This design comes from an exercise in tuning for small area and a short achievable clock period on the open sky130 flow, not from production work. In this exercise RTL edits were held to simulation tests only and were not proved equivalent to the original. No activity file was given, so power comes from the tool's default toggle rates.

==> trial 1 <==
Design logo_key, start of the top module:
module logo_key (
  input  logic                      Pclk_Rx,
  input  logic                      reset_n,
  input  logic [2*10-1:0] rx_data,     
  input  logic [2:0]                rx_hvf,      
  input  logic                      reg_wr,
  input  logic [4-1:0] reg_addr,
  input  logic [16-1:0]      reg_data,
  input  logic                      mem_valid,
  input  logic [3*8-1:0]   mem_pixel,   
  output logic [2*10-1:0] tx_data,     
  output logic [2:0]                tx_hvf,      
  output logic                      fetch_req,
  output logic                      fetch_restart
);
  logo_key_pkg::hvf_t    rx_sync;
  logo_key_pkg::window_t window;
  logo_key_pkg::window_t win_pend;
  logic [23:0] logo_pixel;
  logic        frame_start;
  logic        in_window;
  logic        key_enable;
  logic        refill_need;
  assign rx_sync = rx_hvf;
  raster_counter u_raster_counter (
    .Pclk_Rx     (Pclk_Rx),
    .reset_n     (reset_n),
    .rx_hvf      (rx_sync),
    .window      (window),
    .win_pend    (win_pend),
    .frame_start (frame_start),
    .in_window   (in_window)
  );
  key_regs u_key_regs (
    .Pclk_Rx     (Pclk_Rx),
    .reset_n     (reset_n),
    .reg_wr      (reg_wr),
    .reg_addr    (reg_addr),
    .reg_data    (reg_data),
    .frame_start (frame_start),
    .win_pend    (win_pend),
    .window      (window),
    .key_enable  (key_enable)
  );
  logo_fetch_fsm u_logo_fetch_fsm (
    .Pclk_Rx       (Pclk_Rx),
    .reset_n       (reset_n),
    .frame_start   (frame_start),
    .refill_need   (refill_need),
  ...
==> module logo_buffer, before the edit <==
module logo_buffer (
  input  logic        Pclk_Rx,
  input  logic        reset_n,
  input  logic        frame_start,
  input  logic        in_window,
  input  logic        mem_valid,
  input  logic [23:0] mem_pixel,
  output logic [23:0] logo_pixel,    
  output logic        refill_need
);
  localparam int PTR_W = $clog2(96);
  localparam logic [PTR_W-1:0] LAST = PTR_W'(96 - 1);
  localparam logic [PTR_W-1:0] HALF_LAST = PTR_W'(48 - 1);
  localparam int NL = 8;                    
  localparam int NG = 96 / NL;
  logic [23:0] ring [0:96-1];
  logic [PTR_W-1:0] wr_ptr;
  logic [PTR_W-1:0] rd_ptr;
  logic [PTR_W-1:0] rd_nxt;    
  logic [NG-1:0]    nxt_grp;   
  logic [NL-1:0]    nxt_lane;  
  logic [23:0] nxt_word;       
  logic wr_at_rd, wr_at_nxt, wr_at_0;
  always_ff @(posedge Pclk_Rx)
  begin
    if (mem_valid)
      ring[wr_ptr] <= mem_pixel;
  end
  always_comb
  begin
    nxt_word = '0;
    for (int i = 0; i < 96; i++)
      nxt_word = nxt_word | (ring[i] & {24{nxt_grp[i / NL] & nxt_lane[i % NL]}});
  end
  assign wr_at_rd  = mem_valid && (wr_ptr == rd_ptr);
  assign wr_at_nxt = mem_valid && (wr_ptr == rd_nxt);
  assign wr_at_0   = mem_valid && (wr_ptr == '0);
  always_ff @(posedge Pclk_Rx)
  begin
    if (frame_start)
      logo_pixel <= wr_at_0 ? mem_pixel : ring[0];
    else if (in_window)
      logo_pixel <= wr_at_nxt ? mem_pixel : nxt_word;
    else if (wr_at_rd)
      logo_pixel <= mem_pixel;
  end
  always_ff @(posedge Pclk_Rx or negedge reset_n)
  begin
    if (!reset_n)
    begin
      wr_ptr      <= '0;
      rd_ptr      <= '0;
      rd_nxt      <= PTR_W'(1);
      nxt_grp     <= NG'(1);
      nxt_lane    <= NL'(2);
      refill_need <= 1'b0;
    end
    else if (frame_start)
    begin
      wr_ptr      <= '0;
      rd_ptr      <= '0;
      rd_nxt      <= PTR_W'(1);
      nxt_grp     <= NG'(1);
      nxt_lane    <= NL'(2);
      refill_need <= 1'b0;
    end
    else
    begin
      if (mem_valid)
        wr_ptr <= (wr_ptr == LAST) ? '0 : wr_ptr + 1'b1;
      if (in_window)
      begin
        rd_ptr   <= rd_nxt;
        rd_nxt   <= (rd_nxt == LAST) ? '0 : rd_nxt + 1'b1;
        nxt_lane <= {nxt_lane[NL-2:0], nxt_lane[NL-1]};
        if (nxt_lane[NL-1])
          nxt_grp <= {nxt_grp[NG-2:0], nxt_grp[NG-1]};
      end
      refill_need <= in_window && (rd_ptr == HALF_LAST || rd_ptr == LAST);
    end
  end
endmodule
make LEC_CHECK=0 CAP_MARGIN=20 CORE_MARGIN=2 CORE_UTILIZATION=40 CTS_BUF_LIST='sky130_fd_sc_hd__clkbuf_4 sky130_fd_sc_hd__clkbuf_8' CTS_CLUSTER_SIZE=30 SETUP_SLACK_MARGIN=4.8 SLEW_MARGIN=20 finish   # period 8.0 ns
run.sh (not shown) runs the stock make flow with config.mk's settings and CLKGATE_MAP_FILE= SYNTH_SCRIPT=/design/flow/synth_recipe.tcl, a recipe that flattens the netlist after the stock synthesis.
==> build 45: changes against trial 1 <==
--- a/flow/design.v
+++ b/flow/design.v
@@ -254,39 +254,139 @@
   localparam int PTR_W = $clog2(96);
   localparam logic [PTR_W-1:0] LAST = PTR_W'(96 - 1);
   localparam logic [PTR_W-1:0] HALF_LAST = PTR_W'(48 - 1);
+  localparam int DEPTH = 96;
   localparam int NL = 8;                    
-  localparam int NG = 96 / NL;
-  logic [23:0] ring [0:96-1];
+  localparam int NG = DEPTH / NL;
+  logic [23:0] ring [0:DEPTH-1];
   logic [PTR_W-1:0] wr_ptr;
   logic [PTR_W-1:0] rd_ptr;
-  logic [PTR_W-1:0] rd_nxt;    
-  logic [NG-1:0]    nxt_grp;   
-  logic [NL-1:0]    nxt_lane;  
-  logic [23:0] nxt_word;       
-  logic wr_at_rd, wr_at_nxt, wr_at_0;
+  logic [PTR_W-1:0] rd_nxt;      
+  logic [PTR_W-1:0] rd_nxt_inc;  
+  logic [NG-1:0]    nxt_grp;     
+  logic [NL-1:0]    nxt_lane;    
+  logic [NG-1:0]    grp_nx;
+  logic [NL-1:0]    lane_nx;
+  logic [NG-1:0]    wr_grp;      
+  logic [NL-1:0]    wr_lane;
+  logic             wq_valid;    
+  logic [PTR_W-1:0] wq_ptr;
+  logic [23:0]      wq_word;
+  logic [NG-1:0]    wq_grp;      
+  logic [NL-1:0]    wq_lane;
+  logic [DEPTH-1:0] nxt_sel;     
+  logic             nxt_wq;      
+  logic             nxt_wq_nx;
+  logic [23:0]      tree_lo, tree_hi;
+  logic [23:0]      rd_lo, rd_hi, rd_wq, zero_read;
+  logic             use_wq_nx, use_hi_nx, use_lo_nx;
+  logic             wr_at_rd, wr_at_nxt, wr_at_0;
+  always_comb
+  begin
+    for (int g = 0; g < NG; g++)
+      wr_grp[g] = (wr_ptr[PTR_W-1:3] == 4'(g));
+    for (int l = 0; l < NL; l++)
+      wr_lane[l] = (wr_ptr[2:0] == 3'(l));
+  end
+  always_ff @(posedge Pclk_Rx or negedge reset_n)
+  begin
+    if (!reset_n)
+    begin
+      wq_valid <= 1'b0;
+      wq_grp   <= '0;
+    end
+    else
+    begin
+      wq_valid <= mem_valid;
+      wq_grp   <= wr_grp & {NG{mem_valid}};
+    end
+  end
   always_ff @(posedge Pclk_Rx)
   begin
-    if (mem_valid)
-      ring[wr_ptr] <= mem_pixel;
+    wq_ptr  <= wr_ptr;
+    wq_lane <= wr_lane;
+    wq_word <= mem_pixel;
+  end
+  always_ff @(posedge Pclk_Rx)
+  begin
+    for (int i = 0; i < DEPTH; i++)
+      if (wq_grp[i / NL] && wq_lane[i % NL])
+        ring[i] <= wq_word;
   end
   always_comb
   begin
-    nxt_word = '0;
-    for (int i = 0; i < 96; i++)
-      nxt_word = nxt_word | (ring[i] & {24{nxt_grp[i / NL] & nxt_lane[i % NL]}});
+    if (frame_start)
+    begin
+      grp_nx  = NG'(1);
+      lane_nx = NL'(2);
+      nxt_wq_nx = mem_valid && (wr_ptr == PTR_W'(1));
+    end
+    else if (in_window)
+    begin
+      lane_nx = {nxt_lane[NL-2:0], nxt_lane[NL-1]};
+      grp_nx  = nxt_lane[NL-1] ? {nxt_grp[NG-2:0], nxt_grp[NG-1]} : nxt_grp;
+      nxt_wq_nx = mem_valid && (wr_ptr == rd_nxt_inc);
+    end
+    else
+    begin
+      lane_nx = nxt_lane;
+      grp_nx  = nxt_grp;
+      nxt_wq_nx = mem_valid && (wr_ptr == rd_nxt);
+    end
+  end
+  always_ff @(posedge Pclk_Rx)
+  begin
+    for (int i = 0; i < DEPTH; i++)
+      nxt_sel[i] <= grp_nx[i / NL] && lane_nx[i % NL]
+                    && !(mem_valid && wr_grp[i / NL] && wr_lane[i % NL]);
+    nxt_wq <= nxt_wq_nx;
   end
+  always_comb
+  begin
+    tree_lo = nxt_wq ? wq_word : '0;
+    tree_hi = '0;
+    for (int i = 0; i < DEPTH / 2; i++)
+      tree_lo = tree_lo | (ring[i] & {24{nxt_sel[i]}});
+    for (int i = DEPTH / 2; i < DEPTH; i++)
+      tree_hi = tree_hi | (ring[i] & {24{nxt_sel[i]}});
+  end
+  assign zero_read = (wq_valid && wq_ptr == '0) ? wq_word : ring[0];
+  assign logo_pixel = rd_lo | rd_hi | rd_wq;
   assign wr_at_rd  = mem_valid && (wr_ptr == rd_ptr);
   assign wr_at_nxt = mem_valid && (wr_ptr == rd_nxt);
   assign wr_at_0   = mem_valid && (wr_ptr == '0);
-  always_ff @(posedge Pclk_Rx)
+  always_comb
   begin
     if (frame_start)
-      logo_pixel <= wr_at_0 ? mem_pixel : ring[0];
+    begin
+      use_wq_nx = wr_at_0;
+      use_hi_nx = 1'b0;
+    end
     else if (in_window)
-      logo_pixel <= wr_at_nxt ? mem_pixel : nxt_word;
-    else if (wr_at_rd)
-      logo_pixel <= mem_pixel;
+    begin
+      use_wq_nx = wr_at_nxt;
+      use_hi_nx = !wr_at_nxt && !nxt_wq && (|nxt_grp[NG-1:NG/2]);
+    end
+    else
+    begin
+      use_wq_nx = wr_at_rd;
+      use_hi_nx = 1'b0;
+    end
+  end
+  assign use_lo_nx = !use_wq_nx && !use_hi_nx;
+  always_ff @(posedge Pclk_Rx)
+  begin
+    if (!use_lo_nx)
+      rd_lo <= '0;
+    else if (frame_start)
+      rd_lo <= zero_read;
+    else if (in_window)
+      rd_lo <= tree_lo;
+    else
+      rd_lo <= logo_pixel;
+    rd_hi <= use_hi_nx ? tree_hi : '0;
+    rd_wq <= use_wq_nx ? mem_pixel : '0;
   end
+  assign rd_nxt_inc = (rd_nxt == LAST) ? '0 : rd_nxt + 1'b1;
   always_ff @(posedge Pclk_Rx or negedge reset_n)
   begin
     if (!reset_n)
@@ -313,12 +413,11 @@
         wr_ptr <= (wr_ptr == LAST) ? '0 : wr_ptr + 1'b1;
       if (in_window)
       begin
-        rd_ptr   <= rd_nxt;
-        rd_nxt   <= (rd_nxt == LAST) ? '0 : rd_nxt + 1'b1;
-        nxt_lane <= {nxt_lane[NL-2:0], nxt_lane[NL-1]};
-        if (nxt_lane[NL-1])
-          nxt_grp <= {nxt_grp[NG-2:0], nxt_grp[NG-1]};
+        rd_ptr <= rd_nxt;
+        rd_nxt <= rd_nxt_inc;
       end
+      nxt_lane <= lane_nx;
+      nxt_grp  <= grp_nx;
       refill_need <= in_window && (rd_ptr == HALF_LAST || rd_ptr == LAST);
     end
   end
Settings changed: CTS_BUF_LIST sky130_fd_sc_hd__clkbuf_4 sky130_fd_sc_hd__clkbuf_8 to not set, CTS_CLUSTER_SIZE 30 to not set, SETUP_SLACK_MARGIN 4.8 to 5.
==> build 79: changes against trial 1 <==
--- a/flow/design.v
+++ b/flow/design.v
@@ -254,39 +254,139 @@
   localparam int PTR_W = $clog2(96);
   localparam logic [PTR_W-1:0] LAST = PTR_W'(96 - 1);
   localparam logic [PTR_W-1:0] HALF_LAST = PTR_W'(48 - 1);
+  localparam int DEPTH = 96;
   localparam int NL = 8;                    
-  localparam int NG = 96 / NL;
-  logic [23:0] ring [0:96-1];
+  localparam int NG = DEPTH / NL;
+  logic [23:0] ring [0:DEPTH-1];
   logic [PTR_W-1:0] wr_ptr;
   logic [PTR_W-1:0] rd_ptr;
-  logic [PTR_W-1:0] rd_nxt;    
-  logic [NG-1:0]    nxt_grp;   
-  logic [NL-1:0]    nxt_lane;  
-  logic [23:0] nxt_word;       
-  logic wr_at_rd, wr_at_nxt, wr_at_0;
+  logic [PTR_W-1:0] rd_nxt;      
+  logic [PTR_W-1:0] rd_nxt_inc;  
+  logic [NG-1:0]    nxt_grp;     
+  logic [NL-1:0]    nxt_lane;    
+  logic [NG-1:0]    grp_nx;
+  logic [NL-1:0]    lane_nx;
+  logic [NG-1:0]    wr_grp;      
+  logic [NL-1:0]    wr_lane;
+  logic             wq_valid;    
+  logic [PTR_W-1:0] wq_ptr;
+  logic [23:0]      wq_word;
+  logic [NG-1:0]    wq_grp;      
+  logic [NL-1:0]    wq_lane;
+  logic [DEPTH-1:0] nxt_sel;     
+  logic             nxt_wq;      
+  logic             nxt_wq_nx;
+  logic [23:0]      tree_lo, tree_hi;
+  logic [23:0]      rd_lo, rd_hi, rd_wq, zero_read;
+  logic             use_wq_nx, use_hi_nx, use_lo_nx;
+  logic             wr_at_rd, wr_at_nxt, wr_at_0;
+  always_comb
+  begin
+    for (int g = 0; g < NG; g++)
+      wr_grp[g] = (wr_ptr[PTR_W-1:3] == 4'(g));
+    for (int l = 0; l < NL; l++)
+      wr_lane[l] = (wr_ptr[2:0] == 3'(l));
+  end
+  always_ff @(posedge Pclk_Rx or negedge reset_n)
+  begin
+    if (!reset_n)
+    begin
+      wq_valid <= 1'b0;
+      wq_grp   <= '0;
+    end
+    else
+    begin
+      wq_valid <= mem_valid;
+      wq_grp   <= wr_grp & {NG{mem_valid}};
+    end
+  end
   always_ff @(posedge Pclk_Rx)
   begin
-    if (mem_valid)
-      ring[wr_ptr] <= mem_pixel;
+    wq_ptr  <= wr_ptr;
+    wq_lane <= wr_lane;
+    wq_word <= mem_pixel;
+  end
+  always_ff @(posedge Pclk_Rx)
+  begin
+    for (int i = 0; i < DEPTH; i++)
+      if (wq_grp[i / NL] && wq_lane[i % NL])
+        ring[i] <= wq_word;
   end
   always_comb
   begin
-    nxt_word = '0;
-    for (int i = 0; i < 96; i++)
-      nxt_word = nxt_word | (ring[i] & {24{nxt_grp[i / NL] & nxt_lane[i % NL]}});
+    if (frame_start)
+    begin
+      grp_nx  = NG'(1);
+      lane_nx = NL'(2);
+      nxt_wq_nx = mem_valid && (wr_ptr == PTR_W'(1));
+    end
+    else if (in_window)
+    begin
+      lane_nx = {nxt_lane[NL-2:0], nxt_lane[NL-1]};
+      grp_nx  = nxt_lane[NL-1] ? {nxt_grp[NG-2:0], nxt_grp[NG-1]} : nxt_grp;
+      nxt_wq_nx = mem_valid && (wr_ptr == rd_nxt_inc);
+    end
+    else
+    begin
+      lane_nx = nxt_lane;
+      grp_nx  = nxt_grp;
+      nxt_wq_nx = mem_valid && (wr_ptr == rd_nxt);
+    end
+  end
+  always_ff @(posedge Pclk_Rx)
+  begin
+    for (int i = 0; i < DEPTH; i++)
+      nxt_sel[i] <= grp_nx[i / NL] && lane_nx[i % NL]
+                    && !(mem_valid && wr_grp[i / NL] && wr_lane[i % NL]);
+    nxt_wq <= nxt_wq_nx;
   end
+  always_comb
+  begin
+    tree_lo = nxt_wq ? wq_word : '0;
+    tree_hi = '0;
+    for (int i = 0; i < DEPTH / 2; i++)
+      tree_lo = tree_lo | (ring[i] & {24{nxt_sel[i]}});
+    for (int i = DEPTH / 2; i < DEPTH; i++)
+      tree_hi = tree_hi | (ring[i] & {24{nxt_sel[i]}});
+  end
+  assign zero_read = (wq_valid && wq_ptr == '0) ? wq_word : ring[0];
+  assign logo_pixel = rd_lo | rd_hi | rd_wq;
   assign wr_at_rd  = mem_valid && (wr_ptr == rd_ptr);
   assign wr_at_nxt = mem_valid && (wr_ptr == rd_nxt);
   assign wr_at_0   = mem_valid && (wr_ptr == '0);
-  always_ff @(posedge Pclk_Rx)
+  always_comb
   begin
     if (frame_start)
-      logo_pixel <= wr_at_0 ? mem_pixel : ring[0];
+    begin
+      use_wq_nx = wr_at_0;
+      use_hi_nx = 1'b0;
+    end
     else if (in_window)
-      logo_pixel <= wr_at_nxt ? mem_pixel : nxt_word;
-    else if (wr_at_rd)
-      logo_pixel <= mem_pixel;
+    begin
+      use_wq_nx = wr_at_nxt;
+      use_hi_nx = !wr_at_nxt && !nxt_wq && (|nxt_grp[NG-1:NG/2]);
+    end
+    else
+    begin
+      use_wq_nx = wr_at_rd;
+      use_hi_nx = 1'b0;
+    end
+  end
+  assign use_lo_nx = !use_wq_nx && !use_hi_nx;
+  always_ff @(posedge Pclk_Rx)
+  begin
+    if (!use_lo_nx)
+      rd_lo <= '0;
+    else if (frame_start)
+      rd_lo <= zero_read;
+    else if (in_window)
+      rd_lo <= tree_lo;
+    else
+      rd_lo <= logo_pixel;
+    rd_hi <= use_hi_nx ? tree_hi : '0;
+    rd_wq <= use_wq_nx ? mem_pixel : '0;
   end
+  assign rd_nxt_inc = (rd_nxt == LAST) ? '0 : rd_nxt + 1'b1;
   always_ff @(posedge Pclk_Rx or negedge reset_n)
   begin
     if (!reset_n)
@@ -313,12 +413,11 @@
         wr_ptr <= (wr_ptr == LAST) ? '0 : wr_ptr + 1'b1;
       if (in_window)
       begin
-        rd_ptr   <= rd_nxt;
-        rd_nxt   <= (rd_nxt == LAST) ? '0 : rd_nxt + 1'b1;
-        nxt_lane <= {nxt_lane[NL-2:0], nxt_lane[NL-1]};
-        if (nxt_lane[NL-1])
-          nxt_grp <= {nxt_grp[NG-2:0], nxt_grp[NG-1]};
+        rd_ptr <= rd_nxt;
+        rd_nxt <= rd_nxt_inc;
       end
+      nxt_lane <= lane_nx;
+      nxt_grp  <= grp_nx;
       refill_need <= in_window && (rd_ptr == HALF_LAST || rd_ptr == LAST);
     end
   end
Settings changed: CTS_BUF_LIST sky130_fd_sc_hd__clkbuf_4 sky130_fd_sc_hd__clkbuf_8 to not set, CTS_CLUSTER_DIAMETER set to 90, CTS_CLUSTER_SIZE 30 to 26, SETUP_SLACK_MARGIN 4.8 to 5.
==> impl_metrics.yaml <==
outcome:
  outcome: "finished clean"
detailed_routing:
  wl_met2_um: 181000
timing:
  slew_headroom_pct: 22.3
power_and_ir_drop:
  power_switching_mw: 7.42
synthesis:
  synth_simple_gate_area_share_pct: 5.05
  syn-cell-area_sq_mm: 0.102
finish:
  utilization_pct: 47.0
floorplanning:
  rows: 185
grt:
  grt_pass1_wl_um: 595000
(the above is from trial 1)
==> impl_metrics.yaml <==
outcome:
  outcome: "finished clean"
synthesis:
  synth_simple_gate_area_share_pct: 4.70
  syn-cell-area_sq_mm: 0.105
floorplanning:
  rows: 188
grt:
  grt_pass1_wl_um: 513000
worst_setup_path:
  critical_path_cell_count: 9
detailed_routing:
  wl_met2_um: 172000
finish:
  utilization_pct: 44.2
clocking:
  cts_tree: "done"
timing:
  slew_headroom_pct: 19.3
power_and_ir_drop:
  power_switching_mw: 7.86
(the above is from build 79)
==> impl_metrics.yaml <==
outcome:
  outcome: "finished clean"
power_and_ir_drop:
  power_switching_mw: 8.85
  pwr-share-comb_pct: 13.4
grt:
  grt_pass1_wl_um: 519000
synthesis:
  synth_simple_gate_area_share_pct: 4.70
  syn-cell-area_sq_mm: 0.105
floorplanning:
  rows: 188
finish:
  utilization_pct: 46.2
detailed_routing:
  wl_met2_um: 172000
(the above is from build 45)

==> re-timing with driven ports <==
In the flow no input, the clock included, has a driving cell. The finished layouts below were timed again as built, in two steps.
Step 1: set_driving_cell puts a clkbuf_16 on Pclk_Rx and a buf_2 on each other input, an assumption about the parent block.
Step 2 moves the port delays by t, midway between the first and last clock arrival at a register: inputs arrive t later, outputs are due t later. That takes back most of the time a late clock gives input paths.
Slacks: no drivers / after step 1 / after step 2; pairs: no drivers / after step 1.
| run | t, ns | slack for setup (ns) | hold WS [ns] | worst setup path at the end | latest minus earliest clock arrival (ns) |
|---|---|---|---|---|---|
| trial 1 | 1.208 | 4.608 / 4.608 / 3.462 | 0.349 / 0.349 / 0.349 | input to register | 0.195 / 0.196 |
| build 45 | 1.036 | 4.952 / 4.851 / 4.063 | 0.357 / 0.357 / 0.357 | input to register | 0.072 / 0.073 |
| build 79 | 0.921 | 5.038 / 4.948 / 4.190 | 0.372 / 0.372 / 0.372 | input to register | 0.056 / 0.056 |
After both steps every run listed still meets setup and hold. For trial 1, which loses most, drivers alone change the setup slack by 0.000 ns; drivers and shift together by -1.146 ns.
